Source: an optimization exercise on an open RTL-to-GDS flow (aim: small area). Production flows keep margins and buffers that such runs may drop. Function was checked by simulation only, so behaviour that the tests miss may differ from the original. Power and IR drop assume default switching activity.

== run A ==
==> flow/design.v (excerpt) <==
module poly_voice_engine #(
  parameter int NUM_VOICES   = 8,
  parameter int PHASE_W      = 32,
  parameter int ENV_W        = 16,
  parameter int VEL_W        = 7,
  parameter int OUT_W        = 24,
  parameter int SAMPLE_DIV   = 1024,
  parameter int ATTACK_STEP  = 64,
  parameter int RELEASE_STEP = 16
) (
  input  logic                          i_clk,
  input  logic                          i_reset_n,
  input  logic                          i_cmd_valid,
  output logic                          o_cmd_ready,
  input  logic                          i_cmd_note_on,
  input  logic [$clog2(NUM_VOICES)-1:0] i_cmd_voice,
  input  logic [PHASE_W-1:0]            i_cmd_tuning,
  input  logic [VEL_W-1:0]              i_cmd_velocity,
  input  logic [1:0]                    i_wave_sel,
  output logic signed [OUT_W-1:0]       o_sample,
  output logic                          o_sample_valid,
  output logic [NUM_VOICES-1:0]         o_active_voices
);
Size: roughly 3000 cells after synthesis, about 31000 um2 of cells after synthesis.
export LEC_CHECK = 0
export ABC_AREA = 1
export CAP_MARGIN = 20
export CORE_MARGIN = 2
export CORE_UTILIZATION = 40
export SLEW_MARGIN = 20
create_clock -name core_clock -period 10.0 [get_ports {i_clk}]
standard.sh (not shown) runs the stock make flow with config.mk's settings and CLKGATE_MAP_FILE= SYNTH_SCRIPT=/design/flow/synth_recipe.tcl, a recipe that flattens the netlist after the stock synthesis.
==> flow/flow/run.sh <==
#!/bin/bash
set -euo pipefail
here=$(cd "$(dirname "$0")" && pwd)
export CTS_ARGS="-sink_clustering_enable -repair_clock_nets -dont_use_dummy_load -buf_list sky130_fd_sc_hd__clkbuf_4 -sink_clustering_size 10 -sink_clustering_max_diameter 40"
export BUFFER_PORTS_ARGS="-buffer_cell sky130_fd_sc_hd__buf_1"
if [[ -s "$here/abc_area.script" ]]; then
  rm -rf scripts_area
  cp -r "$FLOW_HOME/scripts" scripts_area
  cp "$here/abc_area.script" scripts_area/abc_area.script
  export SCRIPTS_DIR="$PWD/scripts_area"
fi
if [[ -s "$here/synth_args.txt" ]]; then export SYNTH_ARGS="$(cat "$here/synth_args.txt")"; fi
bash standard.sh > flow_standard.log 2>&1
==> flow/flow/abc_area.script <==
strash
dch
map -B 0.9
topo
==> flow/flow/synth_args.txt <==
-noabc
#### Input delta (run B over run A)
- swapping 40 for 35 in CORE_UTILIZATION
==> flow/flow/abc_area.script <==
strash
dch
amap
topo
Notes after the runs:
The final layout from run B, which completed every stage, passed the timing, design-rule and antenna checks at the end of the flow.
Delta (run B minus run A): post-layout minimum cycle time rose by 0.44 ns; worst-case hold slack did not really move.
Between run B and run A, the difference in power in the clock group is negligible.
Run A consumes more power than run B.
The final reports for run B and run A show starting DRC count in detailed routing higher in the former.
Cell depth of the worst setup path in run B is 32% above run A.
Run A has a higher xor/xnor cell area share of the yosys netlist than run B.
Changes in run C relative to run B:
- CORE_UTILIZATION now 40, was 35
- ABC_AREA now 0, was 1
==> flow/flow/run.sh <==
#!/bin/bash
set -euo pipefail
here=$(cd "$(dirname "$0")" && pwd)
export CTS_ARGS="-sink_clustering_enable -repair_clock_nets -dont_use_dummy_load -buf_list sky130_fd_sc_hd__clkbuf_4 -sink_clustering_size 8 -sink_clustering_max_diameter 50"
export BUFFER_PORTS_ARGS="-buffer_cell sky130_fd_sc_hd__buf_1"
if [[ -s "$here/synth_args.txt" ]]; then export SYNTH_ARGS="$(cat "$here/synth_args.txt")"; fi
bash standard.sh > flow_standard.log 2>&1
removed: flow/flow/abc_area.script
==> comparison <==
Looking at critical path's slowest cell, the a211oi_2 result is from run C; the dfrtp_1 one comes from run B.
Run C against run B: multi-input gate area in the final layout saw an increase, count of placed standard cells in the final layout, fillers left out saw an increase, flip-flop and latch share of the layout cell area saw a decrease, summed area of non-filler cells in the final layout saw an increase, static leakage saw an increase.
Share of the final layout cell area in multi-input gates in run C vs run B: up 7.4 points
Run C vs run B, last element of the critical path: r_a[7] vs r_a[15]
Compared with run B, run C shows post-synthesis instance area higher by about 16%.
Count of nets after finishing: higher on run C
Average via count per standard cell: higher on run C
Well tap count went up slightly going from run B to run C.
In the flow results for run C and run B, the design internal power is smaller on run B.
Here is what was changed in the inputs of run D compared with run C.
- CORE_UTILIZATION: 40 -> 45
- ABC_AREA: 0 -> 1
==> flow/flow/run.sh <==
#!/bin/bash
set -euo pipefail
here=$(cd "$(dirname "$0")" && pwd)
export CTS_ARGS="-sink_clustering_enable -repair_clock_nets -dont_use_dummy_load -buf_list sky130_fd_sc_hd__clkbuf_4 -sink_clustering_size 10 -sink_clustering_max_diameter 40"
export BUFFER_PORTS_ARGS="-buffer_cell sky130_fd_sc_hd__buf_1"
if [[ -s "$here/abc_area.script" ]]; then
  rm -rf scripts_area
  cp -r "$FLOW_HOME/scripts" scripts_area
  cp "$here/abc_area.script" scripts_area/abc_area.script
  export SCRIPTS_DIR="$PWD/scripts_area"
fi
if [[ -s "$here/synth_args.txt" ]]; then export SYNTH_ARGS="$(cat "$here/synth_args.txt")"; fi
bash standard.sh > flow_standard.log 2>&1
==> flow/flow/abc_area.script (new file) <==
strash
dch
amap
topo
### Flow results
From run C to run D the numbers moved as follows: standard-cell row count went down, number of iterations in the first detailed-routing pass went up.
Re largest net degree at the start of global routing: run D is 25% down on run C.

---

Another version of the RTL of poly_voice_engine (not shown whole).
For scale: about 3200 cells after synthesis, ~790 flip-flops, roughly 82 I/O pins, roughly 32000 um^2 of cells after synthesis.
Settings: LEC_CHECK=0, ABC_AREA=1, CAP_MARGIN=20, CORE_MARGIN=2, CORE_UTILIZATION=40, SLEW_MARGIN=20; clock period 10.0 ns.
==> flow/flow/run.sh <==
#!/bin/bash
set -euo pipefail
here=$(cd "$(dirname "$0")" && pwd)
export CTS_ARGS="-sink_clustering_enable -repair_clock_nets -dont_use_dummy_load -buf_list sky130_fd_sc_hd__clkbuf_4 -sink_clustering_size 10 -sink_clustering_max_diameter 40"
export BUFFER_PORTS_ARGS="-buffer_cell sky130_fd_sc_hd__buf_1"
if [[ -s "$here/synth_args.txt" ]]; then export SYNTH_ARGS="$(cat "$here/synth_args.txt")"; fi
bash standard.sh > flow_standard.log 2>&1
Scripts as last shown in full above: flow/flow/synth_args.txt
Change:
--- a/flow/flow/run.sh
+++ b/flow/flow/run.sh
@@ -4 +4 @@
-export CTS_ARGS="-sink_clustering_enable -repair_clock_nets -dont_use_dummy_load -buf_list sky130_fd_sc_hd__clkbuf_4 -sink_clustering_size 10 -sink_clustering_max_diameter 40"
+export CTS_ARGS="-sink_clustering_enable -repair_clock_nets -dont_use_dummy_load -buf_list sky130_fd_sc_hd__clkbuf_4 -sink_clustering_size 12 -sink_clustering_max_diameter 35"
After rerunning: The changed run produced a clean layout. Area after synthesis stays the same. Clock power hardly moves. Non-clock buffer count does not change. Wire length hardly moves. Hold slack is better by 0.011 ns. Power hardly moves. Flip-flop and latch count stays the same. Setup slack gains 0.011 ns. First-iteration DRC count decreases by 5.9%. Synthesized cell count is unchanged.
Change:
--- a/flow/flow/run.sh
+++ b/flow/flow/run.sh
@@ -4 +4 @@
-export CTS_ARGS="-sink_clustering_enable -repair_clock_nets -dont_use_dummy_load -buf_list sky130_fd_sc_hd__clkbuf_4 -sink_clustering_size 12 -sink_clustering_max_diameter 35"
+export CTS_ARGS="-sink_clustering_enable -repair_clock_nets -dont_use_dummy_load -buf_list sky130_fd_sc_hd__clkbuf_4 -sink_clustering_size 8 -sink_clustering_max_diameter 50"
Design area is about the same.
Wire length stays flat.
Final cell count stays flat.
Flip-flop and latch count is unchanged.
Global-route usage stays flat.
Change:
--- a/flow/flow/run.sh
+++ b/flow/flow/run.sh
@@ -5,0 +6 @@
+export REMOVE_ABC_BUFFERS=1
- GPL_TIMING_DRIVEN: default -> 0
=> Design area came out higher by 0.81%; non-clock buffer count came out lower by 2; wire length came out lower by 0.66%; die area does not change; total power came out higher by 0.54%; hold slack got worse by 0.084 ns; via count came out higher by 1.1%; global-route usage hardly moves.

---

## job 101
poly_voice_engine, a different RTL version from the one above (not shown whole).
Size in the first run: ~790 flip-flops, about 82 I/O pins, about 32000 um^2 of cells after synthesis.
==> flow/config.mk <==
export PLATFORM = sky130hd
export DESIGN_NAME = poly_voice_engine
export DESIGN_NICKNAME = poly_voice_engine
export VERILOG_FILES = /design/flow/design.v
export SDC_FILE = /design/flow/constraint.sdc
export NUM_CORES = 4
export LEC_CHECK = 0
export ABC_AREA = 1
export CAP_MARGIN = 20
export CORE_MARGIN = 2
export CORE_UTILIZATION = 40
export SLEW_MARGIN = 20
==> flow/constraint.sdc <==
create_clock -name core_clock -period 10.0 [get_ports {i_clk}]
set_input_delay 2.0000 -clock core_clock [delete_from_list [all_inputs] [get_ports {i_clk}]]
set_output_delay 2.0000 -clock core_clock [all_outputs]
set_load 0.01 [all_outputs]
==> flow/flow/run.sh <==
#!/bin/bash
set -euo pipefail
here=$(cd "$(dirname "$0")" && pwd)
export CTS_ARGS="-sink_clustering_enable -repair_clock_nets -dont_use_dummy_load -buf_list sky130_fd_sc_hd__clkbuf_4 -sink_clustering_size 8 -sink_clustering_max_diameter 50"
export BUFFER_PORTS_ARGS="-buffer_cell sky130_fd_sc_hd__buf_1"
if [[ -s "$here/synth_args.txt" ]]; then export SYNTH_ARGS="$(cat "$here/synth_args.txt")"; fi
bash standard.sh > flow_standard.log 2>&1
The following lists how job 102 was set up differently from job 101:
==> flow/flow/synth_args.txt (new file) <==
-noabc
[summary]
Least setup slack across all paths after layout was lower in the run labelled job 101.
Capture point of the critical path = r_acc[24]: job 101; capture point of the critical path = c_phase[2][31]: job 102
Power spent charging and discharging nets: higher on job 101
Going from job 101 to job 102, parity-gate share of the synthesized area counting xor and xnor cells roughly the same; endpoint arrival time on the critical path fell 0.19 ns; signed area change from the synthesized netlist to the final layout essentially unchanged; average cell area after synthesis up about 1.7%.

---

poly_voice_engine, a different RTL version from the one above (not shown whole).
Size in the first run: about 2600 cells after synthesis, ~82 I/O pins, roughly 29000 µm² of cells after synthesis.
clock: 10.0 ns
lec_check: 0
abc_area: 1
cap_margin: 20
core_margin: 2
core_utilization: 50
slew_margin: 20
==> flow/flow/run.sh <==
#!/bin/bash
set -euo pipefail
here=$(cd "$(dirname "$0")" && pwd)
export CTS_ARGS="-sink_clustering_enable -repair_clock_nets -dont_use_dummy_load -buf_list sky130_fd_sc_hd__clkbuf_4 -sink_clustering_size 10 -sink_clustering_max_diameter 40"
export BUFFER_PORTS_ARGS="-buffer_cell sky130_fd_sc_hd__buf_1"
if [[ -s "$here/abc_area.script" ]]; then
  rm -rf scripts_area
  cp -r "$FLOW_HOME/scripts" scripts_area
  cp "$here/abc_area.script" scripts_area/abc_area.script
  export SCRIPTS_DIR="$PWD/scripts_area"
fi
if [[ -s "$here/synth_args.txt" ]]; then export SYNTH_ARGS="$(cat "$here/synth_args.txt")"; fi
bash standard.sh > flow_standard.log 2>&1
==> flow/flow/abc_area.script <==
strash
dch
amap
topo
==> flow/flow/synth_args.txt <==
-noabc
Then changed:
CORE_UTILIZATION = 55   (was 50)
GPL_TIMING_DRIVEN = 0   (was not set)
After rerunning: Cell count falls by 2.7%. Routed wire length shrinks by 3.8%. Utilization grows by 5.7 points. Die area decreases by 8.9%.
Then changed:
CORE_UTILIZATION = 45   (was 55)
GPL_TIMING_DRIVEN = not set   (was 0)
Die area came out higher by 22%.
Via count came out higher by 1.4%.
Worst setup slack gains 280 ps.
Then changed:
--- a/flow/flow/run.sh
+++ b/flow/flow/run.sh
@@ -4 +4 @@
-export CTS_ARGS="-sink_clustering_enable -repair_clock_nets -dont_use_dummy_load -buf_list sky130_fd_sc_hd__clkbuf_4 -sink_clustering_size 10 -sink_clustering_max_diameter 40"
+export CTS_ARGS="-sink_clustering_enable -repair_clock_nets -dont_use_dummy_load -buf_list sky130_fd_sc_hd__clkbuf_4 -sink_clustering_size 12 -sink_clustering_max_diameter 35"
CORE_UTILIZATION = 50   (was 45)
Outcome: The changed run finished clean; cell count goes down by 2.5%; routed wire length drops by 1.4%; cell area came out lower by 0.45%; area after synthesis stays the same; count of clock-buffer cells in the layout fell by 3; core utilization rises by 5.4 points; critical path depth rises by 2; non-clock buffer count shrinks by 1; worst hold slack improved by 49 ps; sequential cell count stays the same; worst setup slack improves by 210 ps.
Then changed:
--- a/flow/flow/run.sh
+++ b/flow/flow/run.sh
@@ -4 +4 @@
-export CTS_ARGS="-sink_clustering_enable -repair_clock_nets -dont_use_dummy_load -buf_list sky130_fd_sc_hd__clkbuf_4 -sink_clustering_size 12 -sink_clustering_max_diameter 35"
+export CTS_ARGS="-sink_clustering_enable -repair_clock_nets -dont_use_dummy_load -buf_list sky130_fd_sc_hd__clkbuf_4 -sink_clustering_size 10 -sink_clustering_max_diameter 40"
CORE_UTILIZATION = 45   (was 50)
GPL_TIMING_DRIVEN = 0   (was not set)
Result: The new run passed the timing, design-rule and antenna checks; critical path depth falls by 5; design area goes up slightly; die area goes up by roughly a tenth; sequential power stays flat; wire length decreases slightly.

## static timing again, ports no longer ideal
No port has a modelled driver above. Below, the same layouts with a new extraction and two added sets of constraints. Step 1 assumes that a clkbuf_16 drives the clock port and a buf_2 every other input. Step 2, shift: input delay + t, output delay - t, t = (earliest + latest rising clock arrival at the registers) / 2. This alone moves slack from input paths to output paths. Slacks: ideal / step 1 / step 2; pairs: ideal / step 1.
| run | t (ns) | setup WS [ns] | worst setup path at the end | latest minus earliest clock arrival (ns) | cell pins on the clock port's net |
|---|---|---|---|---|---|
| run A | 0.852 | 1.245 / 1.245 / 1.245 | register to register | 0.155 / 0.154 | 1 |
| run B | 0.874 | 0.806 / 0.806 / 0.806 | register to register | 0.192 / 0.192 | 1 |
| run C | 0.847 | 1.001 / 1.001 / 1.001 | register to register | 0.153 / 0.153 | 1 |
| run D | 0.869 | 0.956 / 0.956 / 0.956 | register to register | 0.142 / 0.142 | 1 |
| the first run of note 2 | 0.851 | 1.801 / 1.801 / 1.801 | register to register | 0.152 / 0.153 | 1 |
| the second run of note 2 | 0.865 | 1.812 / 1.812 / 1.812 | register to register | 0.187 / 0.187 | 1 |
| the third run of note 2 | 0.856 | 1.776 / 1.776 / 1.776 | register to register | 0.154 / 0.153 | 1 |
| the fourth run of note 2 | 0.853 | 1.206 / 1.206 / 1.206 | register to register | 0.185 / 0.184 | 1 |
| job 101 | 0.897 | 1.312 / 1.312 / 1.312 | register to register | 0.170 / 0.170 | 1 |
| job 102 | 0.889 | 1.493 / 1.493 / 1.493 | register to register | 0.133 / 0.133 | 1 |
| the first run of note 4 | 0.857 | 1.166 / 1.166 / 0.646 | input to register | 0.126 / 0.126 | 1 |
| the second run of note 4 | 0.871 | 0.729 / 0.729 / 0.462 | input to register | 0.128 / 0.128 | 1 |
| the third run of note 4 | 0.899 | 1.006 / 1.006 / 0.976 | input to register | 0.210 / 0.211 | 1 |
| the fourth run of note 4 | 0.861 | 1.212 / 1.212 / 0.694 | input to register | 0.192 / 0.192 | 1 |
| the fifth run of note 4 | 0.853 | 0.505 / 0.505 / 0.418 | input to register | 0.199 / 0.199 | 1 |
After both steps every run listed still meets setup and hold. The setup slack of the first run of note 4, which loses most, moves by 0.000 ns with the drivers and by -0.520 ns with both steps.
